This is an optimization exercise on Yosys and OpenROAD, whose aim is small area, a short achievable clock period and few clock cycles per item, not a production implementation.
Only simulation tests tie the RTL to the original design; equivalence was not proved.

==> flow/design.v <==
package gdn_pkg;
    localparam int NUM_MIN = 306;
    localparam int NUM_MAX = 3652364;
    function automatic logic [3:0] fwd_month_index(input logic [3:0] month);
        logic [3:0] r;
        case (month)
            4'd0:    r = 4'd9;
            4'd1:    r = 4'd10;
            4'd2:    r = 4'd11;
            4'd13:   r = 4'd10;
            4'd14:   r = 4'd11;
            4'd15:   r = 4'd0;
            default: r = month - 4'd3;
        endcase
        fwd_month_index = r;
    endfunction
    function automatic logic [8:0] month_offset(input logic [3:0] mi);
        logic [8:0] r;
        case (mi)
            4'd0:    r = 9'd0;
            4'd1:    r = 9'd31;
            4'd2:    r = 9'd61;
            4'd3:    r = 9'd92;
            4'd4:    r = 9'd122;
            4'd5:    r = 9'd153;
            4'd6:    r = 9'd184;
            4'd7:    r = 9'd214;
            4'd8:    r = 9'd245;
            4'd9:    r = 9'd275;
            4'd10:   r = 9'd306;
            4'd11:   r = 9'd337;
            default: r = 9'd0;
        endcase
        month_offset = r;
    endfunction
    function automatic logic [3:0] month_index(input logic [8:0] ddd);
        logic [3:0] mi;
        mi = 4'd0;
        for (int k = 1; k < 12; k++)
        begin
            if (ddd >= month_offset(4'(k)))
            begin
                mi = mi + 4'd1;
            end
        end
        month_index = mi;
    endfunction
endpackage
module gdn_est (
    input  logic [21:0] n,
    output logic [13:0] est
);
    wire e_w1;
    wire e_w2;
    assign e_w1 = n[7] ^ n[9];
    assign e_w2 = n[7] & n[9];
    wire e_w3;
    wire e_w4;
    assign e_w3 = n[8] ^ n[10];
    assign e_w4 = n[8] & n[10];
    wire e_w5;
    wire e_w6;
    assign e_w5 = n[9] ^ n[11] ^ n[12];
    assign e_w6 = (n[9] & n[11]) | (n[9] & n[12]) | (n[11] & n[12]);
    wire e_w7;
    wire e_w8;
    assign e_w7 = n[10] ^ n[12];
    assign e_w8 = n[10] & n[12];
    wire e_w9;
    wire e_w10;
    assign e_w9 = n[6] ^ n[8] ^ n[9];
    assign e_w10 = (n[6] & n[8]) | (n[6] & n[9]) | (n[8] & n[9]);
    wire e_w11;
    wire e_w12;
    assign e_w11 = e_w1 ^ n[10] ^ n[12];
    assign e_w12 = (e_w1 & n[10]) | (e_w1 & n[12]) | (n[10] & n[12]);
    wire e_w13;
    wire e_w14;
    assign e_w13 = ~n[15] ^ ~n[18];
    assign e_w14 = ~n[15] & ~n[18];
    wire e_w15;
    wire e_w16;
    assign e_w15 = e_w2 ^ e_w3 ^ n[11];
    assign e_w16 = (e_w2 & e_w3) | (e_w2 & n[11]) | (e_w3 & n[11]);
    wire e_w17;
    wire e_w18;
    assign e_w17 = n[13] ^ ~n[16] ^ n[19];
    assign e_w18 = (n[13] & ~n[16]) | (n[13] & n[19]) | (~n[16] & n[19]);
    wire e_w19;
    wire e_w20;
    assign e_w19 = e_w4 ^ e_w5 ^ n[14];
    assign e_w20 = (e_w4 & e_w5) | (e_w4 & n[14]) | (e_w5 & n[14]);
    wire e_w21;
    wire e_w22;
    assign e_w21 = ~n[17] ^ ~n[20] ^ ~n[19];
    assign e_w22 = (~n[17] & ~n[20]) | (~n[17] & ~n[19]) | (~n[20] & ~n[19]);
    wire e_w23;
    wire e_w24;
    assign e_w23 = e_w6 ^ e_w7 ^ n[13];
    assign e_w24 = (e_w6 & e_w7) | (e_w6 & n[13]) | (e_w7 & n[13]);
    wire e_w25;
    wire e_w26;
    assign e_w25 = n[15] ^ ~n[18] ^ ~n[21];
    assign e_w26 = (n[15] & ~n[18]) | (n[15] & ~n[21]) | (~n[18] & ~n[21]);
    wire e_w27;
    wire e_w28;
    assign e_w27 = e_w8 ^ n[11] ^ n[13];
    assign e_w28 = (e_w8 & n[11]) | (e_w8 & n[13]) | (n[11] & n[13]);
    wire e_w29;
    wire e_w30;
    assign e_w29 = n[14] ^ n[16] ^ n[19];
    assign e_w30 = (n[14] & n[16]) | (n[14] & n[19]) | (n[16] & n[19]);
    wire e_w31;
    wire e_w32;
    assign e_w31 = n[12] ^ n[14] ^ n[15];
    assign e_w32 = (n[12] & n[14]) | (n[12] & n[15]) | (n[14] & n[15]);
    wire e_w33;
    wire e_w34;
    assign e_w33 = n[17] ^ ~n[20] ^ n[19];
    assign e_w34 = (n[17] & ~n[20]) | (n[17] & n[19]) | (~n[20] & n[19]);
    wire e_w35;
    wire e_w36;
    assign e_w35 = n[13] ^ n[15] ^ n[16];
    assign e_w36 = (n[13] & n[15]) | (n[13] & n[16]) | (n[15] & n[16]);
    wire e_w37;
    wire e_w38;
    assign e_w37 = n[18] ^ ~n[21] ^ n[19];
    assign e_w38 = (n[18] & ~n[21]) | (n[18] & n[19]) | (~n[21] & n[19]);
    wire e_w39;
    wire e_w40;
    assign e_w39 = n[14] ^ n[16] ^ n[17];
    assign e_w40 = (n[14] & n[16]) | (n[14] & n[17]) | (n[16] & n[17]);
    wire e_w41;
    wire e_w42;
    assign e_w41 = n[19] ^ ~n[19];
    assign e_w42 = n[19] & ~n[19];
    wire e_w43;
    wire e_w44;
    assign e_w43 = n[15] ^ n[17] ^ n[18];
    assign e_w44 = (n[15] & n[17]) | (n[15] & n[18]) | (n[17] & n[18]);
    wire e_w45;
    wire e_w46;
    assign e_w45 = n[16] ^ n[18] ^ n[19];
    assign e_w46 = (n[16] & n[18]) | (n[16] & n[19]) | (n[18] & n[19]);
    wire e_w47;
    wire e_w48;
    assign e_w47 = n[17] ^ n[19];
    assign e_w48 = n[17] & n[19];
    wire e_w49;
    wire e_w50;
    assign e_w49 = n[18] ^ n[20];
    assign e_w50 = n[18] & n[20];
    wire e_w51;
    wire e_w52;
    assign e_w51 = e_w9 ^ n[11];
    assign e_w52 = e_w9 & n[11];
    wire e_w53;
    wire e_w54;
    assign e_w53 = e_w10 ^ e_w11 ^ e_w13;
    assign e_w54 = (e_w10 & e_w11) | (e_w10 & e_w13) | (e_w11 & e_w13);
    wire e_w55;
    wire e_w56;
    assign e_w55 = e_w12 ^ e_w14 ^ e_w15;
    assign e_w56 = (e_w12 & e_w14) | (e_w12 & e_w15) | (e_w14 & e_w15);
    wire e_w57;
    wire e_w58;
    assign e_w57 = e_w16 ^ e_w18 ^ e_w19;
    assign e_w58 = (e_w16 & e_w18) | (e_w16 & e_w19) | (e_w18 & e_w19);
    wire e_w59;
    wire e_w60;
    assign e_w59 = e_w20 ^ e_w22 ^ e_w23;
    assign e_w60 = (e_w20 & e_w22) | (e_w20 & e_w23) | (e_w22 & e_w23);
    wire e_w61;
    wire e_w62;
    assign e_w61 = e_w24 ^ e_w26 ^ e_w27;
    assign e_w62 = (e_w24 & e_w26) | (e_w24 & e_w27) | (e_w26 & e_w27);
    wire e_w63;
    wire e_w64;
    assign e_w63 = e_w28 ^ e_w30 ^ e_w31;
    assign e_w64 = (e_w28 & e_w30) | (e_w28 & e_w31) | (e_w30 & e_w31);
    wire e_w65;
    wire e_w66;
    assign e_w65 = e_w32 ^ e_w34 ^ e_w35;
    assign e_w66 = (e_w32 & e_w34) | (e_w32 & e_w35) | (e_w34 & e_w35);
    wire e_w67;
    wire e_w68;
    assign e_w67 = e_w36 ^ e_w38 ^ e_w39;
    assign e_w68 = (e_w36 & e_w38) | (e_w36 & e_w39) | (e_w38 & e_w39);
    wire e_w69;
    wire e_w70;
    assign e_w69 = e_w40 ^ e_w42 ^ e_w43;
    assign e_w70 = (e_w40 & e_w42) | (e_w40 & e_w43) | (e_w42 & e_w43);
    wire e_w71;
    wire e_w72;
    assign e_w71 = e_w44 ^ e_w45 ^ n[21];
    assign e_w72 = (e_w44 & e_w45) | (e_w44 & n[21]) | (e_w45 & n[21]);
    wire e_w73;
    wire e_w74;
    assign e_w73 = e_w46 ^ e_w47 ^ n[20];
    assign e_w74 = (e_w46 & e_w47) | (e_w46 & n[20]) | (e_w47 & n[20]);
    wire e_w75;
    wire e_w76;
    assign e_w75 = e_w48 ^ e_w49 ^ n[21];
    assign e_w76 = (e_w48 & e_w49) | (e_w48 & n[21]) | (e_w49 & n[21]);
    wire e_w77;
    wire e_w78;
    assign e_w77 = e_w50 ^ n[19] ^ n[21];
    assign e_w78 = (e_w50 & n[19]) | (e_w50 & n[21]) | (n[19] & n[21]);
    wire e_w79;
    wire e_w80;
    assign e_w79 = e_w51 ^ ~n[14];
    assign e_w80 = e_w51 & ~n[14];
    wire e_w81;
    wire e_w82;
    assign e_w81 = e_w52 ^ e_w53 ^ ~n[17];
    assign e_w82 = (e_w52 & e_w53) | (e_w52 & ~n[17]) | (e_w53 & ~n[17]);
    wire e_w83;
    wire e_w84;
    assign e_w83 = e_w54 ^ e_w55 ^ e_w17;
    assign e_w84 = (e_w54 & e_w55) | (e_w54 & e_w17) | (e_w55 & e_w17);
    wire e_w85;
    wire e_w86;
    assign e_w85 = e_w56 ^ e_w57 ^ e_w21;
    assign e_w86 = (e_w56 & e_w57) | (e_w56 & e_w21) | (e_w57 & e_w21);
    wire e_w87;
    wire e_w88;
    assign e_w87 = e_w58 ^ e_w59 ^ e_w25;
    assign e_w88 = (e_w58 & e_w59) | (e_w58 & e_w25) | (e_w59 & e_w25);
    wire e_w89;
    wire e_w90;
    assign e_w89 = e_w60 ^ e_w61 ^ e_w29;
    assign e_w90 = (e_w60 & e_w61) | (e_w60 & e_w29) | (e_w61 & e_w29);
    wire e_w91;
    wire e_w92;
    assign e_w91 = e_w62 ^ e_w63 ^ e_w33;
    assign e_w92 = (e_w62 & e_w63) | (e_w62 & e_w33) | (e_w63 & e_w33);
    wire e_w93;
    wire e_w94;
    assign e_w93 = e_w64 ^ e_w65 ^ e_w37;
    assign e_w94 = (e_w64 & e_w65) | (e_w64 & e_w37) | (e_w65 & e_w37);
    wire e_w95;
    wire e_w96;
    assign e_w95 = e_w66 ^ e_w67 ^ e_w41;
    assign e_w96 = (e_w66 & e_w67) | (e_w66 & e_w41) | (e_w67 & e_w41);
    wire e_w97;
    wire e_w98;
    assign e_w97 = e_w68 ^ e_w69 ^ ~n[20];
    assign e_w98 = (e_w68 & e_w69) | (e_w68 & ~n[20]) | (e_w69 & ~n[20]);
    wire e_w99;
    wire e_w100;
    assign e_w99 = e_w70 ^ e_w71 ^ ~n[20];
    assign e_w100 = (e_w70 & e_w71) | (e_w70 & ~n[20]) | (e_w71 & ~n[20]);
    wire e_w101;
    wire e_w102;
    assign e_w101 = e_w72 ^ e_w73 ^ ~n[20];
    assign e_w102 = (e_w72 & e_w73) | (e_w72 & ~n[20]) | (e_w73 & ~n[20]);
    wire e_w103;
    wire e_w104;
    assign e_w103 = e_w74 ^ e_w75 ^ ~n[20];
    assign e_w104 = (e_w74 & e_w75) | (e_w74 & ~n[20]) | (e_w75 & ~n[20]);
    wire e_w105;
    wire e_w106;
    assign e_w105 = e_w76 ^ e_w77 ^ ~n[20];
    assign e_w106 = (e_w76 & e_w77) | (e_w76 & ~n[20]) | (e_w77 & ~n[20]);
    wire e_w107;
    wire e_w108;
    assign e_w107 = e_w78 ^ n[20] ^ ~n[20];
    assign e_w108 = (e_w78 & n[20]) | (e_w78 & ~n[20]) | (n[20] & ~n[20]);
    wire e_w109;
    wire e_w110;
    assign e_w109 = n[21] ^ ~n[20];
    assign e_w110 = n[21] & ~n[20];
    wire [16:0] e_a = {e_w110, e_w108, e_w106, e_w104, e_w102, e_w100, e_w98, e_w96, e_w94, e_w92, e_w90, e_w88, e_w86, e_w84, e_w82, e_w80, e_w79};
    wire [16:0] e_b = {~n[20], e_w109, e_w107, e_w105, e_w103, e_w101, e_w99, e_w97, e_w95, e_w93, e_w91, e_w89, e_w87, e_w85, e_w83, e_w81, n[17]};
    wire [16:0] e;
    assign e = e_a + e_b;
    assign est = e[16:3];
endmodule
module gdn_q (
    input  logic [13:0] y,
    output logic [6:0] q
);
    wire c_w1;
    wire c_w2;
    assign c_w1 = y[3] ^ y[6];
    assign c_w2 = y[3] & y[6];
    wire c_w3;
    wire c_w4;
    assign c_w3 = y[2] ^ y[4] ^ y[7];
    assign c_w4 = (y[2] & y[4]) | (y[2] & y[7]) | (y[4] & y[7]);
    wire c_w5;
    wire c_w6;
    assign c_w5 = y[3] ^ y[5] ^ y[8];
    assign c_w6 = (y[3] & y[5]) | (y[3] & y[8]) | (y[5] & y[8]);
    wire c_w7;
    wire c_w8;
    assign c_w7 = y[4] ^ y[6];
    assign c_w8 = y[4] & y[6];
    wire c_w9;
    wire c_w10;
    assign c_w9 = y[5] ^ y[7] ^ y[10];
    assign c_w10 = (y[5] & y[7]) | (y[5] & y[10]) | (y[7] & y[10]);
    wire c_w11;
    wire c_w12;
    assign c_w11 = y[6] ^ y[8] ^ y[11];
    assign c_w12 = (y[6] & y[8]) | (y[6] & y[11]) | (y[8] & y[11]);
    wire c_w13;
    wire c_w14;
    assign c_w13 = y[7] ^ y[9] ^ y[12];
    assign c_w14 = (y[7] & y[9]) | (y[7] & y[12]) | (y[9] & y[12]);
    wire c_w15;
    wire c_w16;
    assign c_w15 = y[8] ^ y[10] ^ y[13];
    assign c_w16 = (y[8] & y[10]) | (y[8] & y[13]) | (y[10] & y[13]);
    wire c_w17;
    wire c_w18;
    assign c_w17 = y[9] ^ y[11];
    assign c_w18 = y[9] & y[11];
    wire c_w19;
    wire c_w20;
    assign c_w19 = y[10] ^ y[12];
    assign c_w20 = y[10] & y[12];
    wire c_w21;
    wire c_w22;
    assign c_w21 = y[11] ^ y[13];
    assign c_w22 = y[11] & y[13];
    wire c_w23;
    wire c_w24;
    assign c_w23 = y[2] ^ y[5];
    assign c_w24 = y[2] & y[5];
    wire c_w25;
    wire c_w26;
    assign c_w25 = c_w1 ^ ~y[11] ^ ~y[10];
    assign c_w26 = (c_w1 & ~y[11]) | (c_w1 & ~y[10]) | (~y[11] & ~y[10]);
    wire c_w27;
    wire c_w28;
    assign c_w27 = c_w2 ^ c_w3 ^ ~y[12];
    assign c_w28 = (c_w2 & c_w3) | (c_w2 & ~y[12]) | (c_w3 & ~y[12]);
    wire c_w29;
    wire c_w30;
    assign c_w29 = c_w4 ^ c_w5 ^ ~y[13];
    assign c_w30 = (c_w4 & c_w5) | (c_w4 & ~y[13]) | (c_w5 & ~y[13]);
    wire c_w31;
    wire c_w32;
    assign c_w31 = c_w6 ^ c_w7 ^ ~y[9];
    assign c_w32 = (c_w6 & c_w7) | (c_w6 & ~y[9]) | (c_w7 & ~y[9]);
    wire c_w33;
    wire c_w34;
    assign c_w33 = c_w8 ^ c_w9 ^ ~y[9];
    assign c_w34 = (c_w8 & c_w9) | (c_w8 & ~y[9]) | (c_w9 & ~y[9]);
    wire c_w35;
    wire c_w36;
    assign c_w35 = c_w10 ^ c_w11 ^ ~y[9];
    assign c_w36 = (c_w10 & c_w11) | (c_w10 & ~y[9]) | (c_w11 & ~y[9]);
    wire c_w37;
    wire c_w38;
    assign c_w37 = c_w12 ^ c_w13 ^ ~y[9];
    assign c_w38 = (c_w12 & c_w13) | (c_w12 & ~y[9]) | (c_w13 & ~y[9]);
    wire c_w39;
    wire c_w40;
    assign c_w39 = c_w14 ^ c_w15 ^ ~y[9];
    assign c_w40 = (c_w14 & c_w15) | (c_w14 & ~y[9]) | (c_w15 & ~y[9]);
    wire c_w41;
    wire c_w42;
    assign c_w41 = c_w16 ^ c_w17 ^ ~y[9];
    assign c_w42 = (c_w16 & c_w17) | (c_w16 & ~y[9]) | (c_w17 & ~y[9]);
    wire c_w43;
    wire c_w44;
    assign c_w43 = c_w18 ^ c_w19 ^ ~y[9];
    assign c_w44 = (c_w18 & c_w19) | (c_w18 & ~y[9]) | (c_w19 & ~y[9]);
    wire c_w45;
    wire c_w46;
    assign c_w45 = c_w20 ^ c_w21 ^ ~y[9];
    assign c_w46 = (c_w20 & c_w21) | (c_w20 & ~y[9]) | (c_w21 & ~y[9]);
    wire c_w47;
    wire c_w48;
    assign c_w47 = c_w22 ^ y[12] ^ ~y[9];
    assign c_w48 = (c_w22 & y[12]) | (c_w22 & ~y[9]) | (y[12] & ~y[9]);
    wire c_w49;
    wire c_w50;
    assign c_w49 = y[13] ^ ~y[9];
    assign c_w50 = y[13] & ~y[9];
    wire [13:0] c_a = {c_w48, c_w46, c_w44, c_w42, c_w40, c_w38, c_w36, c_w34, c_w32, c_w30, c_w28, c_w26, c_w24, c_w23};
    wire [13:0] c_b = {c_w49, c_w47, c_w45, c_w43, c_w41, c_w39, c_w37, c_w35, c_w33, c_w31, c_w29, c_w27, c_w25, y[10]};
    wire [13:0] c;
    assign c = c_a + c_b;
    assign q = c[13:7];
endmodule
module gdn_s (
    input  logic [9:0] a,
    input  logic [13:0] y,
    output logic [19:0] s
);
    wire s_w1;
    wire s_w2;
    assign s_w1 = a[3] ^ y[3];
    assign s_w2 = a[3] & y[3];
    wire s_w3;
    wire s_w4;
    assign s_w3 = a[4] ^ y[4] ^ y[2];
    assign s_w4 = (a[4] & y[4]) | (a[4] & y[2]) | (y[4] & y[2]);
    wire s_w5;
    wire s_w6;
    assign s_w5 = a[5] ^ y[5] ^ y[3];
    assign s_w6 = (a[5] & y[5]) | (a[5] & y[3]) | (y[5] & y[3]);
    wire s_w7;
    wire s_w8;
    assign s_w7 = y[2] ^ y[0];
    assign s_w8 = y[2] & y[0];
    wire s_w9;
    wire s_w10;
    assign s_w9 = a[6] ^ y[6] ^ y[4];
    assign s_w10 = (a[6] & y[6]) | (a[6] & y[4]) | (y[6] & y[4]);
    wire s_w11;
    wire s_w12;
    assign s_w11 = y[3] ^ y[1] ^ y[8];
    assign s_w12 = (y[3] & y[1]) | (y[3] & y[8]) | (y[1] & y[8]);
    wire s_w13;
    wire s_w14;
    assign s_w13 = a[7] ^ y[7] ^ y[5];
    assign s_w14 = (a[7] & y[7]) | (a[7] & y[5]) | (y[7] & y[5]);
    wire s_w15;
    wire s_w16;
    assign s_w15 = y[4] ^ y[2] ^ y[9];
    assign s_w16 = (y[4] & y[2]) | (y[4] & y[9]) | (y[2] & y[9]);
    wire s_w17;
    wire s_w18;
    assign s_w17 = a[8] ^ y[8] ^ y[6];
    assign s_w18 = (a[8] & y[8]) | (a[8] & y[6]) | (y[8] & y[6]);
    wire s_w19;
    wire s_w20;
    assign s_w19 = y[5] ^ y[3] ^ y[10];
    assign s_w20 = (y[5] & y[3]) | (y[5] & y[10]) | (y[3] & y[10]);
    wire s_w21;
    wire s_w22;
    assign s_w21 = a[9] ^ y[9] ^ y[7];
    assign s_w22 = (a[9] & y[9]) | (a[9] & y[7]) | (y[9] & y[7]);
    wire s_w23;
    wire s_w24;
    assign s_w23 = y[6] ^ y[4] ^ y[11];
    assign s_w24 = (y[6] & y[4]) | (y[6] & y[11]) | (y[4] & y[11]);
    wire s_w25;
    wire s_w26;
    assign s_w25 = y[10] ^ y[8] ^ y[7];
    assign s_w26 = (y[10] & y[8]) | (y[10] & y[7]) | (y[8] & y[7]);
    wire s_w27;
    wire s_w28;
    assign s_w27 = y[5] ^ y[12];
    assign s_w28 = y[5] & y[12];
    wire s_w29;
    wire s_w30;
    assign s_w29 = y[11] ^ y[9] ^ y[8];
    assign s_w30 = (y[11] & y[9]) | (y[11] & y[8]) | (y[9] & y[8]);
    wire s_w31;
    wire s_w32;
    assign s_w31 = y[6] ^ y[13];
    assign s_w32 = y[6] & y[13];
    wire s_w33;
    wire s_w34;
    assign s_w33 = y[12] ^ y[10] ^ y[9];
    assign s_w34 = (y[12] & y[10]) | (y[12] & y[9]) | (y[10] & y[9]);
    wire s_w35;
    wire s_w36;
    assign s_w35 = y[13] ^ y[11];
    assign s_w36 = y[13] & y[11];
    wire s_w37;
    wire s_w38;
    assign s_w37 = a[2] ^ y[2];
    assign s_w38 = a[2] & y[2];
    wire s_w39;
    wire s_w40;
    assign s_w39 = s_w1 ^ y[1] ^ y[0];
    assign s_w40 = (s_w1 & y[1]) | (s_w1 & y[0]) | (y[1] & y[0]);
    wire s_w41;
    wire s_w42;
    assign s_w41 = s_w2 ^ s_w3 ^ y[1];
    assign s_w42 = (s_w2 & s_w3) | (s_w2 & y[1]) | (s_w3 & y[1]);
    wire s_w43;
    wire s_w44;
    assign s_w43 = s_w4 ^ s_w5 ^ s_w7;
    assign s_w44 = (s_w4 & s_w5) | (s_w4 & s_w7) | (s_w5 & s_w7);
    wire s_w45;
    wire s_w46;
    assign s_w45 = s_w6 ^ s_w8 ^ s_w9;
    assign s_w46 = (s_w6 & s_w8) | (s_w6 & s_w9) | (s_w8 & s_w9);
    wire s_w47;
    wire s_w48;
    assign s_w47 = s_w10 ^ s_w12 ^ s_w13;
    assign s_w48 = (s_w10 & s_w12) | (s_w10 & s_w13) | (s_w12 & s_w13);
    wire s_w49;
    wire s_w50;
    assign s_w49 = s_w14 ^ s_w16 ^ s_w17;
    assign s_w50 = (s_w14 & s_w16) | (s_w14 & s_w17) | (s_w16 & s_w17);
    wire s_w51;
    wire s_w52;
    assign s_w51 = s_w18 ^ s_w20 ^ s_w21;
    assign s_w52 = (s_w18 & s_w20) | (s_w18 & s_w21) | (s_w20 & s_w21);
    wire s_w53;
    wire s_w54;
    assign s_w53 = s_w22 ^ s_w24 ^ s_w25;
    assign s_w54 = (s_w22 & s_w24) | (s_w22 & s_w25) | (s_w24 & s_w25);
    wire s_w55;
    wire s_w56;
    assign s_w55 = s_w26 ^ s_w28 ^ s_w29;
    assign s_w56 = (s_w26 & s_w28) | (s_w26 & s_w29) | (s_w28 & s_w29);
    wire s_w57;
    wire s_w58;
    assign s_w57 = s_w30 ^ s_w32 ^ s_w33;
    assign s_w58 = (s_w30 & s_w32) | (s_w30 & s_w33) | (s_w32 & s_w33);
    wire s_w59;
    wire s_w60;
    assign s_w59 = s_w34 ^ s_w35 ^ y[10];
    assign s_w60 = (s_w34 & s_w35) | (s_w34 & y[10]) | (s_w35 & y[10]);
    wire s_w61;
    wire s_w62;
    assign s_w61 = s_w36 ^ y[12] ^ y[11];
    assign s_w62 = (s_w36 & y[12]) | (s_w36 & y[11]) | (y[12] & y[11]);
    wire s_w63;
    wire s_w64;
    assign s_w63 = y[13] ^ y[12];
    assign s_w64 = y[13] & y[12];
    wire s_w65;
    wire s_w66;
    assign s_w65 = a[0] ^ y[0];
    assign s_w66 = a[0] & y[0];
    wire s_w67;
    wire s_w68;
    assign s_w67 = a[1] ^ y[1] ^ y[3];
    assign s_w68 = (a[1] & y[1]) | (a[1] & y[3]) | (y[1] & y[3]);
    wire s_w69;
    wire s_w70;
    assign s_w69 = s_w37 ^ y[0] ^ y[4];
    assign s_w70 = (s_w37 & y[0]) | (s_w37 & y[4]) | (y[0] & y[4]);
    wire s_w71;
    wire s_w72;
    assign s_w71 = s_w38 ^ s_w39 ^ y[5];
    assign s_w72 = (s_w38 & s_w39) | (s_w38 & y[5]) | (s_w39 & y[5]);
    wire s_w73;
    wire s_w74;
    assign s_w73 = s_w40 ^ s_w41 ^ y[6];
    assign s_w74 = (s_w40 & s_w41) | (s_w40 & y[6]) | (s_w41 & y[6]);
    wire s_w75;
    wire s_w76;
    assign s_w75 = s_w42 ^ s_w43 ^ y[7];
    assign s_w76 = (s_w42 & s_w43) | (s_w42 & y[7]) | (s_w43 & y[7]);
    wire s_w77;
    wire s_w78;
    assign s_w77 = s_w44 ^ s_w45 ^ s_w11;
    assign s_w78 = (s_w44 & s_w45) | (s_w44 & s_w11) | (s_w45 & s_w11);
    wire s_w79;
    wire s_w80;
    assign s_w79 = s_w46 ^ s_w47 ^ s_w15;
    assign s_w80 = (s_w46 & s_w47) | (s_w46 & s_w15) | (s_w47 & s_w15);
    wire s_w81;
    wire s_w82;
    assign s_w81 = s_w48 ^ s_w49 ^ s_w19;
    assign s_w82 = (s_w48 & s_w49) | (s_w48 & s_w19) | (s_w49 & s_w19);
    wire s_w83;
    wire s_w84;
    assign s_w83 = s_w50 ^ s_w51 ^ s_w23;
    assign s_w84 = (s_w50 & s_w51) | (s_w50 & s_w23) | (s_w51 & s_w23);
    wire s_w85;
    wire s_w86;
    assign s_w85 = s_w52 ^ s_w53 ^ s_w27;
    assign s_w86 = (s_w52 & s_w53) | (s_w52 & s_w27) | (s_w53 & s_w27);
    wire s_w87;
    wire s_w88;
    assign s_w87 = s_w54 ^ s_w55 ^ s_w31;
    assign s_w88 = (s_w54 & s_w55) | (s_w54 & s_w31) | (s_w55 & s_w31);
    wire s_w89;
    wire s_w90;
    assign s_w89 = s_w56 ^ s_w57 ^ y[7];
    assign s_w90 = (s_w56 & s_w57) | (s_w56 & y[7]) | (s_w57 & y[7]);
    wire s_w91;
    wire s_w92;
    assign s_w91 = s_w58 ^ s_w59 ^ y[8];
    assign s_w92 = (s_w58 & s_w59) | (s_w58 & y[8]) | (s_w59 & y[8]);
    wire s_w93;
    wire s_w94;
    assign s_w93 = s_w60 ^ s_w61 ^ y[9];
    assign s_w94 = (s_w60 & s_w61) | (s_w60 & y[9]) | (s_w61 & y[9]);
    wire s_w95;
    wire s_w96;
    assign s_w95 = s_w62 ^ s_w63 ^ y[10];
    assign s_w96 = (s_w62 & s_w63) | (s_w62 & y[10]) | (s_w63 & y[10]);
    wire s_w97;
    wire s_w98;
    assign s_w97 = s_w64 ^ y[13] ^ y[11];
    assign s_w98 = (s_w64 & y[13]) | (s_w64 & y[11]) | (y[13] & y[11]);
    wire [19:0] s_a = {1'b0, y[13], s_w98, s_w96, s_w94, s_w92, s_w90, s_w88, s_w86, s_w84, s_w82, s_w80, s_w78, s_w76, s_w74, s_w72, s_w70, s_w68, s_w66, s_w65};
    wire [19:0] s_b = {1'b0, 1'b0, y[12], s_w97, s_w95, s_w93, s_w91, s_w89, s_w87, s_w85, s_w83, s_w81, s_w79, s_w77, s_w75, s_w73, s_w71, s_w69, s_w67, y[2]};
    assign s = s_a + s_b;
endmodule
module gdn_z (
    input  logic t,
    input  logic [19:0] s,
    input  logic [13:0] y,
    input  logic [6:0] q,
    output logic [21:0] z
);
    wire z_w1;
    wire z_w2;
    assign z_w1 = s[0] ^ t;
    assign z_w2 = s[0] & t;
    wire z_w3;
    wire z_w4;
    assign z_w3 = s[1] ^ q[3];
    assign z_w4 = s[1] & q[3];
    wire z_w5;
    wire z_w6;
    assign z_w5 = s[2] ^ q[4];
    assign z_w6 = s[2] & q[4];
    wire z_w7;
    wire z_w8;
    assign z_w7 = s[3] ^ q[5];
    assign z_w8 = s[3] & q[5];
    wire z_w9;
    wire z_w10;
    assign z_w9 = s[4] ^ q[6];
    assign z_w10 = s[4] & q[6];
    wire z_w11;
    wire z_w12;
    assign z_w11 = y[0] ^ y[2];
    assign z_w12 = y[0] & y[2];
    wire z_w13;
    wire z_w14;
    assign z_w13 = y[1] ^ y[3] ^ s[9];
    assign z_w14 = (y[1] & y[3]) | (y[1] & s[9]) | (y[3] & s[9]);
    wire z_w15;
    wire z_w16;
    assign z_w15 = y[2] ^ y[4] ^ s[10];
    assign z_w16 = (y[2] & y[4]) | (y[2] & s[10]) | (y[4] & s[10]);
    wire z_w17;
    wire z_w18;
    assign z_w17 = y[3] ^ y[5] ^ s[11];
    assign z_w18 = (y[3] & y[5]) | (y[3] & s[11]) | (y[5] & s[11]);
    wire z_w19;
    wire z_w20;
    assign z_w19 = y[4] ^ y[6] ^ s[12];
    assign z_w20 = (y[4] & y[6]) | (y[4] & s[12]) | (y[6] & s[12]);
    wire z_w21;
    wire z_w22;
    assign z_w21 = y[5] ^ y[7] ^ s[13];
    assign z_w22 = (y[5] & y[7]) | (y[5] & s[13]) | (y[7] & s[13]);
    wire z_w23;
    wire z_w24;
    assign z_w23 = y[6] ^ y[8] ^ s[14];
    assign z_w24 = (y[6] & y[8]) | (y[6] & s[14]) | (y[8] & s[14]);
    wire z_w25;
    wire z_w26;
    assign z_w25 = y[7] ^ y[9] ^ s[15];
    assign z_w26 = (y[7] & y[9]) | (y[7] & s[15]) | (y[9] & s[15]);
    wire z_w27;
    wire z_w28;
    assign z_w27 = y[8] ^ y[10] ^ s[16];
    assign z_w28 = (y[8] & y[10]) | (y[8] & s[16]) | (y[10] & s[16]);
    wire z_w29;
    wire z_w30;
    assign z_w29 = y[9] ^ y[11] ^ s[17];
    assign z_w30 = (y[9] & y[11]) | (y[9] & s[17]) | (y[11] & s[17]);
    wire z_w31;
    wire z_w32;
    assign z_w31 = y[10] ^ y[12] ^ s[18];
    assign z_w32 = (y[10] & y[12]) | (y[10] & s[18]) | (y[12] & s[18]);
    wire z_w33;
    wire z_w34;
    assign z_w33 = y[11] ^ y[13] ^ s[19];
    assign z_w34 = (y[11] & y[13]) | (y[11] & s[19]) | (y[13] & s[19]);
    wire z_w35;
    wire z_w36;
    assign z_w35 = z_w1 ^ q[2];
    assign z_w36 = z_w1 & q[2];
    wire z_w37;
    wire z_w38;
    assign z_w37 = z_w2 ^ z_w3 ^ ~q[1];
    assign z_w38 = (z_w2 & z_w3) | (z_w2 & ~q[1]) | (z_w3 & ~q[1]);
    wire z_w39;
    wire z_w40;
    assign z_w39 = z_w4 ^ z_w5 ^ ~q[2];
    assign z_w40 = (z_w4 & z_w5) | (z_w4 & ~q[2]) | (z_w5 & ~q[2]);
    wire z_w41;
    wire z_w42;
    assign z_w41 = z_w6 ^ z_w7 ^ ~q[3];
    assign z_w42 = (z_w6 & z_w7) | (z_w6 & ~q[3]) | (z_w7 & ~q[3]);
    wire z_w43;
    wire z_w44;
    assign z_w43 = z_w8 ^ z_w9 ^ ~q[4];
    assign z_w44 = (z_w8 & z_w9) | (z_w8 & ~q[4]) | (z_w9 & ~q[4]);
    wire z_w45;
    wire z_w46;
    assign z_w45 = z_w10 ^ s[5] ^ ~q[5];
    assign z_w46 = (z_w10 & s[5]) | (z_w10 & ~q[5]) | (s[5] & ~q[5]);
    wire z_w47;
    wire z_w48;
    assign z_w47 = y[0] ^ s[6] ^ ~q[6];
    assign z_w48 = (y[0] & s[6]) | (y[0] & ~q[6]) | (s[6] & ~q[6]);
    wire z_w49;
    wire z_w50;
    assign z_w49 = y[1] ^ ~s[7];
    assign z_w50 = y[1] & ~s[7];
    wire z_w51;
    wire z_w52;
    assign z_w51 = z_w11 ^ s[8] ^ ~s[7];
    assign z_w52 = (z_w11 & s[8]) | (z_w11 & ~s[7]) | (s[8] & ~s[7]);
    wire z_w53;
    wire z_w54;
    assign z_w53 = z_w12 ^ z_w13 ^ ~s[7];
    assign z_w54 = (z_w12 & z_w13) | (z_w12 & ~s[7]) | (z_w13 & ~s[7]);
    wire z_w55;
    wire z_w56;
    assign z_w55 = z_w14 ^ z_w15 ^ ~s[7];
    assign z_w56 = (z_w14 & z_w15) | (z_w14 & ~s[7]) | (z_w15 & ~s[7]);
    wire z_w57;
    wire z_w58;
    assign z_w57 = z_w16 ^ z_w17 ^ ~s[7];
    assign z_w58 = (z_w16 & z_w17) | (z_w16 & ~s[7]) | (z_w17 & ~s[7]);
    wire z_w59;
    wire z_w60;
    assign z_w59 = z_w18 ^ z_w19 ^ ~s[7];
    assign z_w60 = (z_w18 & z_w19) | (z_w18 & ~s[7]) | (z_w19 & ~s[7]);
    wire z_w61;
    wire z_w62;
    assign z_w61 = z_w20 ^ z_w21 ^ ~s[7];
    assign z_w62 = (z_w20 & z_w21) | (z_w20 & ~s[7]) | (z_w21 & ~s[7]);
    wire z_w63;
    wire z_w64;
    assign z_w63 = z_w22 ^ z_w23 ^ ~s[7];
    assign z_w64 = (z_w22 & z_w23) | (z_w22 & ~s[7]) | (z_w23 & ~s[7]);
    wire z_w65;
    wire z_w66;
    assign z_w65 = z_w24 ^ z_w25 ^ ~s[7];
    assign z_w66 = (z_w24 & z_w25) | (z_w24 & ~s[7]) | (z_w25 & ~s[7]);
    wire z_w67;
    wire z_w68;
    assign z_w67 = z_w26 ^ z_w27 ^ ~s[7];
    assign z_w68 = (z_w26 & z_w27) | (z_w26 & ~s[7]) | (z_w27 & ~s[7]);
    wire z_w69;
    wire z_w70;
    assign z_w69 = z_w28 ^ z_w29 ^ ~s[7];
    assign z_w70 = (z_w28 & z_w29) | (z_w28 & ~s[7]) | (z_w29 & ~s[7]);
    wire z_w71;
    wire z_w72;
    assign z_w71 = z_w30 ^ z_w31 ^ ~s[7];
    assign z_w72 = (z_w30 & z_w31) | (z_w30 & ~s[7]) | (z_w31 & ~s[7]);
    wire z_w73;
    wire z_w74;
    assign z_w73 = z_w32 ^ z_w33 ^ ~s[7];
    assign z_w74 = (z_w32 & z_w33) | (z_w32 & ~s[7]) | (z_w33 & ~s[7]);
    wire z_w75;
    wire z_w76;
    assign z_w75 = z_w34 ^ y[12] ^ ~s[7];
    assign z_w76 = (z_w34 & y[12]) | (z_w34 & ~s[7]) | (y[12] & ~s[7]);
    wire z_w77;
    wire z_w78;
    assign z_w77 = y[13] ^ ~s[7];
    assign z_w78 = y[13] & ~s[7];
    wire [21:0] z_a = {z_w76, z_w74, z_w72, z_w70, z_w68, z_w66, z_w64, z_w62, z_w60, z_w58, z_w56, z_w54, z_w52, z_w50, z_w48, z_w46, z_w44, z_w42, z_w40, z_w38, z_w36, z_w35};
    wire [21:0] z_b = {z_w77, z_w75, z_w73, z_w71, z_w69, z_w67, z_w65, z_w63, z_w61, z_w59, z_w57, z_w55, z_w53, z_w51, z_w49, z_w47, z_w45, z_w43, z_w41, z_w39, z_w37, ~q[0]};
    assign z = z_a + z_b;
endmodule
module gregorian_day_number_convert_top (
    input  logic         clk,
    input  logic         rst_n,
    input  logic         req_valid,
    output logic         req_ready,
    input  logic         req_type,
    input  logic [13:0]  year_in,
    input  logic [3:0]   month_in,
    input  logic [4:0]   day_in,
    input  logic [21:0]  number_in,
    output logic         rsp_valid,
    input  logic         rsp_ready,
    output logic [21:0]  number_out,
    output logic [13:0]  year_out,
    output logic [3:0]   month_out,
    output logic [4:0]   day_out,
    output logic         range_error
);
    logic        v1_reg, v2_reg, v3_reg, v4_reg, v5_reg;
    logic        en;
    logic        s1_typ_reg;
    logic        s1_err_reg;
    logic [22:0] s1_w_reg;
    logic        s2_typ_reg;
    logic        s2_err_reg;
    logic [13:0] s2_y_reg;
    logic [9:0]  s2_a_reg;
    logic        s3_typ_reg;
    logic        s3_err_reg;
    logic [13:0] s3_y_reg;
    logic [19:0] s3_s_reg;
    logic [6:0]  s3_q_reg;
    logic        s4_typ_reg;
    logic        s4_err_reg;
    logic        s4_leap_reg;
    logic [1:0]  s4_yh_reg;
    logic [21:0] s4_p_reg;
    logic        s5_num_reg;
    logic        s5_date_reg;
    logic        s5_err_reg;
    logic [22:0] s5_p_reg;
    assign en = !v5_reg || rsp_ready;
    assign req_ready = en;
    assign rsp_valid = v5_reg;
    always_ff @(posedge clk or negedge rst_n)
    begin
        if (!rst_n)
        begin
            v1_reg <= 1'b0;
            v2_reg <= 1'b0;
            v3_reg <= 1'b0;
            v4_reg <= 1'b0;
            v5_reg <= 1'b0;
        end
        else if (en)
        begin
            v1_reg <= req_valid;
            v2_reg <= v1_reg;
            v3_reg <= v2_reg;
            v4_reg <= v3_reg;
            v5_reg <= v4_reg;
        end
    end
    logic [3:0]  a_mi;
    logic        a_wrap;
    logic [8:0]  a_off;
    logic [13:0] a_yf;
    logic        a_late;
    logic        a_ferr;
    logic        a_gbad;
    always_comb
    begin
        a_mi = gdn_pkg::fwd_month_index(month_in);
        a_wrap = (a_mi >= 4'd10);
        a_off = gdn_pkg::month_offset(a_mi) + 9'(day_in);
        a_yf = year_in - 14'(a_wrap);
        a_late = (a_mi == 4'd11) || ((a_mi == 4'd10) && (day_in != 5'd0));
        a_ferr = (a_wrap && (year_in == 14'd0)) || (year_in > 14'd9999 + 14'(a_wrap))
              || ((year_in == 14'd9999 + 14'(a_wrap)) && a_late)
              || ((year_in == 14'(a_wrap)) && !a_late);
        a_gbad = (number_in < 22'(gdn_pkg::NUM_MIN)) || (number_in > 22'(gdn_pkg::NUM_MAX));
    end
    always_ff @(posedge clk)
    begin
        if (en)
        begin
            s1_typ_reg <= req_type;
            s1_err_reg <= req_type ? a_gbad : a_ferr;
            s1_w_reg <= req_type ? {1'b0, number_in} : {a_yf, a_off};
        end
    end
    logic [13:0] b_est;
    gdn_est u_est (.n(s1_w_reg[21:0]), .est(b_est));
    always_ff @(posedge clk)
    begin
        if (en)
        begin
            s2_typ_reg <= s1_typ_reg;
            s2_err_reg <= s1_err_reg;
            s2_y_reg <= s1_typ_reg ? b_est : s1_w_reg[22:9];
            s2_a_reg <= s1_typ_reg ? ~s1_w_reg[9:0] : {1'b0, s1_w_reg[8:0]};
        end
    end
    logic [6:0]  c_q;
    logic [19:0] c_s;
    gdn_q u_q (.y(s2_y_reg), .q(c_q));
    gdn_s u_s (.a(s2_a_reg), .y(s2_y_reg), .s(c_s));
    always_ff @(posedge clk)
    begin
        if (en)
        begin
            s3_typ_reg <= s2_typ_reg;
            s3_err_reg <= s2_err_reg;
            s3_y_reg <= s2_y_reg;
            s3_s_reg <= c_s;
            s3_q_reg <= c_q;
        end
    end
    logic [21:0] m_z;
    logic [4:0]  m_rem25;
    logic        m_leap;
    gdn_z u_z (.t(s3_typ_reg), .s(s3_s_reg), .y(s3_y_reg), .q(s3_q_reg), .z(m_z));
    always_comb
    begin
        m_rem25 = s3_y_reg[6:2] - 5'(s3_q_reg) * 5'd25;
        m_leap = (s3_y_reg[1:0] == 2'd0) && ((m_rem25 != 5'd0) || (s3_q_reg[1:0] == 2'd0));
    end
    always_ff @(posedge clk)
    begin
        if (en)
        begin
            s4_typ_reg <= s3_typ_reg;
            s4_err_reg <= s3_err_reg;
            s4_leap_reg <= m_leap;
            s4_yh_reg <= s3_y_reg[13:12];
            s4_p_reg <= s3_typ_reg ? {s3_y_reg[11:0], ~m_z[9:0]} : m_z;
        end
    end
    logic        e_back;
    logic [8:0]  e_d;
    logic [11:0] e_ge;
    logic [11:0] e_m;
    logic [4:0]  e_k;
    logic [3:0]  e_month;
    logic [4:0]  e_day;
    logic [13:0] e_y;
    logic [13:0] e_yp;
    logic [13:0] e_ym;
    logic [13:0] e_year;
    always_comb
    begin
        e_back = s4_p_reg[9];
        e_d = s4_p_reg[8:0] + (e_back ? 9'd365 + 9'(s4_leap_reg) : 9'd0);
        for (int k = 0; k < 12; k++)
        begin
            e_ge[k] = (e_d >= gdn_pkg::month_offset(4'(k)));
        end
        for (int k = 0; k < 11; k++)
        begin
            e_m[k] = e_ge[k] && !e_ge[k + 1];
        end
        e_m[11] = e_ge[11];
        e_k = 5'd0;
        e_month = 4'd0;
        for (int k = 0; k < 12; k++)
        begin
            e_k = e_k | ({5{e_m[k]}} & 5'(9'd1 - gdn_pkg::month_offset(4'(k))));
            e_month = e_month | ({4{e_m[k]}} & 4'((k + 2) % 12 + 1));
        end
        e_day = e_d[4:0] + e_k;
        e_y = {s4_yh_reg, s4_p_reg[21:10]};
        e_yp = e_y + 14'd1;
        e_ym = e_y - 14'd1;
        if (e_ge[10] == e_back)
        begin
            e_year = e_y;
        end
        else if (e_ge[10])
        begin
            e_year = e_yp;
        end
        else
        begin
            e_year = e_ym;
        end
    end
    always_ff @(posedge clk)
    begin
        if (en)
        begin
            s5_num_reg <= !s4_typ_reg && !s4_err_reg;
            s5_date_reg <= s4_typ_reg && !s4_err_reg;
            s5_err_reg <= s4_err_reg;
            s5_p_reg <= s4_typ_reg ? {e_year, e_month, e_day} : {1'b0, s4_p_reg};
        end
    end
    assign range_error = s5_err_reg;
    assign number_out = s5_num_reg ? s5_p_reg[21:0] : 22'd0;
    assign year_out = s5_date_reg ? s5_p_reg[22:9] : 14'd0;
    assign month_out = s5_date_reg ? s5_p_reg[8:5] : 4'd0;
    assign day_out = s5_date_reg ? s5_p_reg[4:0] : 5'd0;
endmodule
==> flow/run.sh <==
#!/bin/bash
# synth_recipe.tcl (not shown) runs the flow's synth.tcl, then flattens the netlist and writes it again
# the make line also repeats each setting of config.mk as NAME=value (left out here)
make -C /OpenROAD-flow-scripts/flow DESIGN_CONFIG=/design/flow/config.mk WORK_HOME=/design/flow/orfs CLKGATE_MAP_FILE= SYNTH_SCRIPT=/design/flow/synth_recipe.tcl finish
==> flow/config.mk <==
export PLATFORM = sky130hd
export DESIGN_NAME = gregorian_day_number_convert_top
export DESIGN_NICKNAME = gregorian_day_number_convert_top
export VERILOG_FILES = /design/flow/design.v
export SDC_FILE = /design/flow/constraint.sdc
export NUM_CORES = 4
export LEC_CHECK = 0
export CAP_MARGIN = 20
export CORE_MARGIN = 2
export CORE_UTILIZATION = 75
export CTS_BUF_LIST = sky130_fd_sc_hd__clkbuf_4 sky130_fd_sc_hd__clkbuf_8
export CTS_CLUSTER_SIZE = 40
export PLACE_DENSITY = 0.85
export SETUP_SLACK_MARGIN = 4.2
export SLEW_MARGIN = 20
==> flow/constraint.sdc <==
create_clock -name core_clock -period 9.0 [get_ports {clk}]
set_input_delay 1.8000 -clock core_clock [delete_from_list [all_inputs] [get_ports {clk}]]
set_output_delay 1.8000 -clock core_clock [all_outputs]
set_load 0.01 [all_outputs]
==> qor.csv, run 1 <==
stage,metric,value,unit
routing,drt via density,6.34,
routing,Post-Route WL,36600,um
final_layout,Finished Layout Cells,1871,
die,Die H,146,um
logic_synthesis,number of flops mapped to enable cells by yosys,147,
sta,setup TNS,0,ns
die,initial core utilization,0.757,
logic_synthesis,synth unique cells,74,
global_routing,initial antenna violation count,0,
final_layout,Layout Area Growth over Synthesis,14.8,%
logic_synthesis,Synth top area share,0.291,
routing,Wirelength per Cell,19.6,um
worst_setup_path,reg2reg start,s4_p_reg[9],
routing,ANT nets after route,0,
logic_synthesis,Synth area leader,edfxtp_1,
sta,Max Freq,208,MHz
sta,Tmin final,4.81,ns
global_routing,Total GRT Usage,0.337,
routing,DR pass1 iterations,6,
logic_synthesis,post-synthesis net count,1798,
placement,Place WS,2.97,ns
worst_setup_path,CP startpoint kind,flop,
clock_tree,clock sink total,152,
clock_tree,Worst-path clk slew,0.09,ns
routing,Highest Signal Layer,met4,
sta,final setup margin,4.19,ns
clock_tree,worst-skew pair later-pin latency,0.47,ns
sta,Worst-Margin Slew,1.03,ns
final_layout,layout net count,1930,
logic_synthesis,Post-Syn Area,0.0152,sq mm
global_routing,largest net degree at the start of global routing,80,
placement,DP HPWL,26200,um
logic_synthesis,mean post-synth cell area,10.4,sq um
global_routing,total grt overflow,0,
routing,# DRC,0,
global_routing,global-route wire length before repair,57800,um
hold_path,Hold Crit Start,s2_typ_reg,
clock_tree,Max Buffers Root-to-Sink,2,
flow_run,MaxCap Viol Count,0,
worst_setup_path,"Max FO, Critical Path",5,
placement,global placement routability congestion,0.953,
worst_setup_path,critical path class,flop to flop,
clock_tree,H-tree depth,4,
logic_synthesis,share of synthesized registers carrying an async set or reset,0.0329,
sta,"Slew Viols, Final",0,
sta,Setup Skew,0.0151,ns
routing,met1 wire length,13600,um
worst_setup_path,Worst Path Required,9.22,ns
die,core area,0.0200,sq mm
logic_synthesis,Yosys warning count,1,
routing,via count,11900,
sta,Tcrit/Tclk final,0.534,
clock_tree,CTS buffer count,17,
die,die area,0.0214,sq mm
worst_setup_path,Worst EP arrival,5.03,ns
final_layout,# diodes,0,
worst_setup_path,CP Capture Type,flop,
global_routing,vias in the first global route,12000,
logic_synthesis,synth top area cells,"edfxtp_1 (29%), fa_1 (18%), ha_1 (13%), xnor2_1 (4.4%), inv_1 (3.8%)",
logic_synthesis,#FFs+latches synth,152,
routing,initial DRC count,924,
die,Die X-Extent,146,um
logic_synthesis,sequential share of the synthesized area,0.299,
sta,Final setup viols,0,
clock_tree,CTS Hold Bufs,0,
clock_tree,root buffer cell,clkbuf_8,
clock_tree,CTS tree,done,
routing,met2 wire len,18800,um
die,Ports,98,
sta,max_slew headroom,0.312,
die,# rows,52,
sta,RSZ-0062 raised after global routing,true,
placement,IO Port Bufs,97,
worst_setup_path,Worst Setup SP,s4_p_reg[9],
final_layout,ratio of cells with drive above 1 in the final layout,0.101,
routing,met3 WL,2690,um
placement,DP Cell Count,1798,
logic_synthesis,leading register cell type out of synthesis,edfxtp_1,
sta,final hold viol count,0,
hold_path,Tightest Hold Check Type,flop to flop,
logic_synthesis,Mapped Cells,1456,
run_status,status,no timing/DRC/antenna violations,
-- worst max-delay path: stages (launching register included) --
cell	delay, ns
edfxtp_1	0.44
inv_2	0.09
nor2_1	0.05
ha_2	0.20
fa_2	0.40
a21o_4	0.24
a21oi_4	0.28
xnor2_4	0.17
or4_1	0.57
nand2_1	0.11
nor3_1	0.07
nor4_2	0.40
nand2_1	0.13
ha_1	0.23
inv_1	0.07
fa_1	0.20
inv_1	0.06
a21o_1	0.17
a21oi_2	0.16
xnor2_1	0.10
and3_1	0.19
o21ai_0	0.12
o21ai_0	0.09
-- timing repair --
| item | in CTS | in global routing |
|---|---|---|
| setup endpoints to repair | 36 | 23 |
| pin swaps | 5 | 16 |
| gates cloned | 2 | 0 |
| resized for setup | 24 | 46 |
| buffers inserted | 14 | 25 |
-- cell usage after synthesis (10+ instances only) --
master	instances
ha_1	158
inv_1	153
edfxtp_1	147
fa_1	134
nand2_1	89
a21oi_1	82
nor2_1	81
o21ai_0	77
xnor2_1	76
and2_1	55
xor2_1	51
nand3_1	29
nor3_1	29
a21o_1	25
clkbuf_1	24
nand2b_1	17
and3_1	16
mux2i_1	16
a211oi_1	15
nor4_1	14
mux2_2	13
o31ai_1	12
or3_1	11
nor2b_1	10
-- final timing paths --
kind / cells past startpoint / end / slack [ns]
worst max-delay path: 22 / s5_p_reg[4] / 4.19
worst min-delay path: 0 / s3_typ_reg / 0.43
worst max register to register: 22 / s5_p_reg[4] / 4.19
worst min register to register: 0 / s3_typ_reg / 0.43
max in group asynchronous: 1 / v1_reg / 7.28
min in group asynchronous: 1 / v4_reg / 1.53
-- cell families after synthesis --
kind of cell    after synthesis  synth area share
buf+inv                     184            0.0463
xor+xnor                    130            0.0773
fa+ha+maj                   292             0.307
flops                       152             0.299
mux                          29            0.0202
compound gates              292             0.126
simple gates                377             0.124
-- stage by stage --
stage | area, sq um | util | hold slack (ns)
floorplan | 15200 | - | 0.400
global placement | 16400 | 0.819 | 0.403
detailed placement | 16400 | 0.819 | 0.412
CTS | 17000 | 0.849 | 0.429
global route | 17400 | 0.869 | 0.449
finish | 17400 | 0.869 | 0.430
-- layout by cell type, fill, tap and decap left out, types with 9 or more instances in the layout --
master	synthesis	routed
edfxtp_1	147	147
buf_4	0	42
xnor2_1	76	74
mux2i_1	16	16
o21ai_0	77	71
clkdlybuf4s50_1	0	93
nor2b_1	10	9
or3_1	11	11
inv_1	153	152
a21oi_1	82	77
nor4_1	14	13
a21o_1	25	24
nand2b_1	17	15
xor2_1	51	50
mux2_2	13	13
nor2_1	81	79
nand3_1	29	29
ha_1	158	152
clkbuf_8	0	17
a211oi_1	15	11
and3_1	16	16
fa_1	134	133
nor3_1	29	26
and2_1	55	54
o211ai_1	9	9
nand2_1	89	89
o31ai_1	12	9
-- routing by layer --
layer,vias up,GRT usage
li1,5369,-
met1,5766,0.407
met2,592,0.604
met3,141,0.0538
met4,0,0.143
met5,-,0
-- cell type report --
type                            instances  area (sq um)
Clock inverter                         15           168
Timing Repair Buffer                  141          1300
Inverter                              154           578
Multi-Input combinational cell       1122         10300
Clock buffer                           17           234
Fill cell                            1048          2620
Tap cell                              270           338
Sequential cell                       152          4540
Testbench counts, summed over its fixed seeds: cycles 12,040, items 12,000.
==> inputs of run 2 (changes only) <==
--- a/flow/config.mk
+++ b/flow/config.mk
@@ -7,9 +7,9 @@
 export LEC_CHECK = 0
 export CAP_MARGIN = 20
 export CORE_MARGIN = 2
-export CORE_UTILIZATION = 75
+export CORE_UTILIZATION = 60
 export CTS_BUF_LIST = sky130_fd_sc_hd__clkbuf_4 sky130_fd_sc_hd__clkbuf_8
 export CTS_CLUSTER_SIZE = 40
-export PLACE_DENSITY = 0.85
-export SETUP_SLACK_MARGIN = 4.2
+export PLACE_DENSITY = 0.75
+export SETUP_SLACK_MARGIN = 4.1
 export SLEW_MARGIN = 20
==> run 2 against run 1 <==
Flip-flop and latch count unchanged. Via count decreased by 7.8%. Critical endpoint is now req_ready. Clock-buffer cell count grew 2. Design area decreased by 0.61%. Still clean. Synthesized cell count unchanged. Worst hold slack better by 0.0061 ns. Critical path depth fell by 19. Core utilization decreased by 18 points. Non-clock buffer count down 19.
==> qor.csv, run 2 <==
stage,metric,value,unit
die,die area,0.0266,sq mm
logic_synthesis,synth unique cells,74,
global_routing,largest net degree at the start of global routing,80,
placement,placed inst area,0.0165,sq mm
final_layout,layout net count,1910,
global_routing,total grt overflow,0,
clock_tree,CTS Hold Bufs,0,
clock_tree,H-tree depth,4,
global_routing,Total GRT Usage,0.248,
final_layout,Layout Area Growth over Synthesis,14.1,%
logic_synthesis,mean post-synth cell area,10.4,sq um
clock_tree,CTS buffer count,17,
logic_synthesis,Synth top area share,0.291,
routing,# DRC,0,
routing,DR pass1 iterations,8,
clock_tree,Max Buffers Root-to-Sink,2,
logic_synthesis,Synth area leader,edfxtp_1,
global_routing,initial antenna violation count,0,
logic_synthesis,Mapped Cells,1456,
worst_setup_path,Buf/Inv on CP,2,
sta,"Slew Viols, Final",0,
die,initial core utilization,0.606,
logic_synthesis,number of flops mapped to enable cells by yosys,147,
final_layout,# diodes,0,
sta,Setup Skew,0.0132,ns
final_layout,Fillers,1893,
routing,drt via density,5.72,
final_layout,Multi-input gate area,0.0102,sq mm
logic_synthesis,leading register cell type out of synthesis,edfxtp_1,
worst_setup_path,Slowest Stage Delay on Critical Path,0.46,ns
run_status,status,no timing/DRC/antenna violations,
logic_synthesis,"count leader, synth",ha_1,
die,Die X-Extent,163,um
clock_tree,root buffer cell,clkbuf_8,
clock_tree,clock sink total,152,
die,# rows,58,
hold_path,Tightest Hold Check Type,flop to flop,
global_routing,global-route wire length before repair,52300,um
logic_synthesis,share of synthesized registers carrying an async set or reset,0.0329,
logic_synthesis,Post-Syn Area,0.0152,sq mm
global_routing,vias in the first global route,11200,
final_layout,ratio of cells with drive above 1 in the final layout,0.0860,
flow_run,MaxCap Viol Count,0,
worst_setup_path,critical path class,input port to output pin,
clock_tree,CTS tree,done,
die,core area,0.0250,sq mm
sta,Tcrit/Tclk final,0.527,
logic_synthesis,Yosys warning count,1,
die,Ports,98,
routing,initial DRC count,477,
sta,Tmin final,4.74,ns
worst_setup_path,Worst EP arrival,2.94,ns
sta,Worst-Margin Slew,0.993,ns
routing,Post-Route WL,31600,um
worst_setup_path,CP max stage cell,clkdlybuf4s50_1,
clock_tree,worst-skew pair later-pin latency,0.46,ns
worst_setup_path,Top delay family on crit path,buffers and inverters,
worst_setup_path,"Max FO, Critical Path",20,
final_layout,Storage cell area,0.00454,sq mm
logic_synthesis,sequential share of the synthesized area,0.299,
sta,Max Freq,211,MHz
final_layout,final instance area,0.0173,sq mm
routing,via count,10900,
clock_tree,Worst-path clk slew,0.08,ns
final_layout,final core occ,0.691,
die,Die H,163,um
sta,Final setup viols,0,
logic_synthesis,post-synthesis net count,1798,
sta,max_slew headroom,0.338,
worst_setup_path,Worst Path Required,7.20,ns
logic_synthesis,synth top area cells,"edfxtp_1 (29%), fa_1 (18%), ha_1 (13%), xnor2_1 (4.4%), inv_1 (3.8%)",
final_layout,"commonest cells after routing, fill and taps aside","ha_1 (157), inv_1 (152), edfxtp_1 (147)",
sta,RSZ-0062 raised after global routing,true,
sta,setup TNS,0,ns
worst_setup_path,CP Capture Type,output pin,
routing,ANT nets after route,0,
logic_synthesis,commonest cells in the netlist,"ha_1 (158), inv_1 (153), edfxtp_1 (147)",
final_layout,"commonest non-fill, non-tap cell in the layout",ha_1,
placement,IO Port Bufs,97,
placement,global placement routability congestion,0.923,
worst_setup_path,CP Cell Sequence,clkdlybuf4s50_1 > nand2b_4 > dlygate4sd2_1,
logic_synthesis,#FFs+latches synth,152,
worst_setup_path,CP startpoint kind,input port,
sta,final hold viol count,0,
routing,Wirelength per Cell,16.5,um
placement,DP HPWL,24900,um
==> run 2: cell counts after synthesis <==
No cell type changed its count.
==> run 2: repair_timing <==
| action | in CTS | in global routing |
|---|---|---|
| resized for setup | 13 | 45 |
| cloned | 0 | 1 |
| buffers inserted | 8 | 11 |
| pin swaps | 3 | 7 |
| endpoints found under the setup margin | 28 | 18 |
==> run 2: logic make-up (layout without fill, tap and decap cells) <==
logic type	after synthesis	after routing	share of synthesized area
AOI/OAI and AO/OA	292	293	0.126
xor gates and xnor gates	130	130	0.0773
adders and majority gates	292	292	0.307
buffers and inverters	184	308	0.0463
DFF	152	152	0.299
muxes	29	29	0.0202
and+or+nand+nor	377	377	0.124
==> run 2: worst register-to-register path, delay by kind of cell (launching register included) <==
kind	cells	cell delay, ns
AOI/OAI and AO/OA	6	0.87
xor gates and xnor gates	2	0.32
adders and majority gates	3	1.07
buffers and inverters	3	0.24
DFF	1	0.43
muxes	1	0.32
and+or+nand+nor	5	1.21
==> run 2: routing by layer <==
metal,vias up,wire length [um],global-route usage
li1,5327,-,-
met1,5290,12900,0.294
met2,268,16700,0.464
met3,53,1270,0.0371
met4,0,732,0.0744
met5,-,0,0
==> run 2: final cells by class <==
class | count | share of cell area
well taps | 330 | 0.0239
clock inverters | 13 | 0.0111
inverters | 154 | 0.0334
clock buffers | 19 | 0.0144
flip-flops and latches | 152 | 0.262
multi-input cells | 1121 | 0.588
repair buffers | 122 | 0.0671
==> run 2: path summary, 6_finish.rpt <==
path	depth (start not counted)	slack (ns)	to	from
max	3	4.26	req_ready	rsp_ready
min reg2reg	0	0.44	s3_err_reg	s2_err_reg
min	0	0.44	s3_err_reg	s2_err_reg
max reg2reg	20	4.27	s5_p_reg[4]	s4_p_reg[9]
min in group asynchronous	1	1.55	v2_reg	rst_n
max in group asynchronous	1	7.27	v3_reg	rst_n
==> run 2: metrics by stage <==
stage	setup WS [ns]	std cells	hold WS [ns]
2_1_floorplan	4.14	1456	0.400
3_3_place_gp	3.08	1859	0.400
3_5_place_dp	2.96	1859	0.405
4_1_cts	4.10	1899	0.434
5_1_grt	4.02	1911	0.451
6_report	4.26	1911	0.436
==> inputs of run 3 (changes only) <==
--- a/flow/config.mk
+++ b/flow/config.mk
@@ -11,5 +11,5 @@
 export CTS_BUF_LIST = sky130_fd_sc_hd__clkbuf_4 sky130_fd_sc_hd__clkbuf_8
 export CTS_CLUSTER_SIZE = 40
 export PLACE_DENSITY = 0.75
-export SETUP_SLACK_MARGIN = 4.1
+export SETUP_SLACK_MARGIN = 4.35
 export SLEW_MARGIN = 20
==> run 3 against run 2 <==
Via count increased by 2.6%. Wire length up 8.5%. Worst setup slack better by 0.19 ns. Die area did not move. Critical path type is now flop to flop.
==> qor.csv, run 3 <==
stage,metric,value,unit
die,Die H,163,um
worst_setup_path,Worst Path Required,9.20,ns
sta,Tcrit/Tclk final,0.506,
logic_synthesis,commonest cells in the netlist,"ha_1 (158), inv_1 (153), edfxtp_1 (147)",
sta,Worst-Margin Slew,1.02,ns
placement,IO Port Bufs,97,
routing,drt via density,5.71,
logic_synthesis,share of synthesized registers carrying an async set or reset,0.0329,
final_layout,# diodes,0,
sta,Setup Skew,0.0147,ns
worst_setup_path,"Max FO, Critical Path",4,
die,Die X-Extent,163,um
final_layout,Finished Layout Cells,1966,
sta,Max Freq,219,MHz
run_status,status,no timing/DRC/antenna violations,
sta,setup TNS,0,ns
logic_synthesis,synth unique cells,74,
final_layout,final instance area,0.0180,sq mm
clock_tree,CTS tree,done,
worst_setup_path,worst r2r dst,s2_y_reg[10],
die,# rows,58,
die,Ports,98,
logic_synthesis,post-synthesis net count,1798,
placement,global placement routability congestion,0.994,
clock_tree,worst-skew pair later-pin latency,0.47,ns
sta,final setup margin,4.44,ns
global_routing,largest net degree at the start of global routing,81,
die,initial core utilization,0.606,
worst_setup_path,Worst EP arrival,4.76,ns
final_layout,layout net count,1965,
clock_tree,CTS Hold Bufs,0,
final_layout,Layout Area Growth over Synthesis,18.7,%
logic_synthesis,leading register cell type out of synthesis,edfxtp_1,
logic_synthesis,#FFs+latches synth,152,
final_layout,final core occ,0.719,
logic_synthesis,"count leader, synth",ha_1,
routing,# DRC,0,
sta,Tmin final,4.56,ns
worst_setup_path,r2r setup slk,4.44,ns
clock_tree,Max Buffers Root-to-Sink,2,
logic_synthesis,Synth area leader,edfxtp_1,
worst_setup_path,R2R depth,17,
logic_synthesis,sequential share of the synthesized area,0.299,
worst_setup_path,reg2reg start,s1_w_reg[9],
routing,ANT nets after route,0,
hold_path,Tightest Hold Check Type,flop to flop,
clock_tree,clock sink total,152,
global_routing,vias in the first global route,11400,
sta,final hold viol count,0,
routing,Post-Route WL,34300,um
global_routing,Total GRT Usage,0.261,
routing,initial DRC count,608,
placement,Place WS,2.86,ns
worst_setup_path,CP startpoint kind,flop,
global_routing,global-route wire length before repair,54300,um
die,core area,0.0250,sq mm
logic_synthesis,Post-Syn Area,0.0152,sq mm
sta,max_slew headroom,0.319,
routing,via count,11200,
logic_synthesis,number of flops mapped to enable cells by yosys,147,
die,die area,0.0266,sq mm
placement,placed inst area,0.0165,sq mm
final_layout,"commonest cells after routing, fill and taps aside","inv_1 (149), ha_1 (149), edfxtp_1 (147)",
placement,DP HPWL,25800,um
worst_setup_path,critical path class,flop to flop,
sta,"Slew Viols, Final",0,
clock_tree,Worst-path clk slew,0.09,ns
logic_synthesis,mean post-synth cell area,10.4,sq um
logic_synthesis,Yosys warning count,1,
routing,Wirelength per Cell,17.4,um
placement,DP Cell Count,1859,
final_layout,ratio of cells with drive above 1 in the final layout,0.134,
hold_path,Hold Crit Start,s3_err_reg,
hold_path,hold path depth,0,
flow_run,MaxCap Viol Count,0,
sta,Min Hold Slack,0.424,ns
logic_synthesis,Synth top area share,0.291,
global_routing,total grt overflow,0,
logic_synthesis,synth top area cells,"edfxtp_1 (29%), fa_1 (18%), ha_1 (13%), xnor2_1 (4.4%), inv_1 (3.8%)",
routing,DR pass1 iterations,5,
sta,Final setup viols,0,
clock_tree,H-tree depth,4,
clock_tree,root buffer cell,clkbuf_8,
worst_setup_path,CP Capture Type,flop,
final_layout,Fillers,1803,
sta,RSZ-0062 raised after global routing,true,
hold_path,Hold Crit Endpoint,s4_err_reg,
logic_synthesis,Mapped Cells,1456,
global_routing,initial antenna violation count,0,
clock_tree,CTS buffer count,17,
-- run 3: cell counts after synthesis --
Identical to the previous run, type by type.
-- run 3: logic make-up after synthesis --
| group | synth area share |
|---|---|
| AO/OA/AOI/OAI | 0.126 |
| XOR/XNOR | 0.0773 |
| adder cells (fa/ha/maj) | 0.307 |
| buffers and inverters | 0.0463 |
| flip-flops | 0.299 |
| multiplexers | 0.0202 |
| AND/OR/NAND/NOR | 0.124 |
-- run 3: worst max-delay path by stage --
stage              endpoint  slack (ns)         from
2_1_floorplan   s1_w_reg[7]        4.31  month_in[1]
3_3_place_gp   s1_w_reg[21]        2.94  month_in[0]
3_5_place_dp   s1_w_reg[21]        2.86  month_in[0]
4_1_cts        s5_p_reg[22]        4.25  s4_p_reg[9]
5_1_grt        s2_y_reg[10]        4.27  s1_w_reg[9]
6_report       s2_y_reg[10]        4.44  s1_w_reg[9]
-- run 3: repair_timing --
action,CTS,global route
gates cloned,0,0
pin swaps,10,18
setup endpoints to repair,44,26
setup buffers,21,54
resized for setup,39,68
-- run 3: metal layers --
layer	track usage	wire, um	part of all wire	up-vias
met1	0.303	13600	0.40	5434
met5	0	0	0	-
met3	0.0404	1330	0.039	56
met4	0.0925	962	0.028	0
met2	0.486	18400	0.54	295
li1	-	-	-	5439
-- run 3: area by class of cell --
type                       instances  area [sq um]  share of cell area
clock buffer                      19           249              0.0138
tap                              330           413              0.0229
timing repair buffer             178          1610              0.0892
sequential                       152          4540               0.252
clock inverter                    13           195              0.0108
inverter                         154           578              0.0321
multi-input combinational       1120         10400               0.579
-- run 3: worst max-delay path, stage by stage, from the launching register on --
cell and delay, ns:
edfxtp_1 0.50, ha_4 0.31, inv_2 0.03, fa_1 0.48
inv_1 0.06, fa_1 0.51, inv_2 0.04, fa_1 0.50
inv_1 0.05, ha_1 0.28, nand4_1 0.14, a21boi_4 0.11
a2111oi_4 0.41, o21a_2 0.23, nor3_1 0.07, or2_4 0.26
a211oi_2 0.21, o22ai_1 0.09

==> re-timing with driven ports <==
In the flow no input, the clock included, has a driving cell. The finished layouts below were timed again as built, in two steps.
Step 1 assumes that a clkbuf_16 drives the clock port and a buf_2 every other input.
Step 2 adds t to the input delays and takes it off the output delays; t is the mean of the earliest and latest rising clock arrival at the registers after step 1. Input paths then give back, and output paths get back, about the clock's delay inside the block.
a / b / c = no drivers / after step 1 / after step 2; a / b = the first two.
run | shift t [ns] | setup slack, ns | hold slack, ns | worst setup path after step 2 | pins driven straight from the clock port
run 1 | 0.512 | 4.191 / 4.191 / 3.816 | 0.430 / 0.430 / 0.430 | input to register | 1
run 2 | 0.500 | 4.258 / 4.232 / 3.829 | 0.436 / 0.436 / 0.436 | input to register | 1
run 3 | 0.507 | 4.443 / 4.443 / 4.041 | 0.424 / 0.424 / 0.424 | input to register | 1
After both steps every run listed still meets setup and hold. For run 2, which loses most, drivers alone change the setup slack by -0.026 ns; drivers and shift together by -0.429 ns.
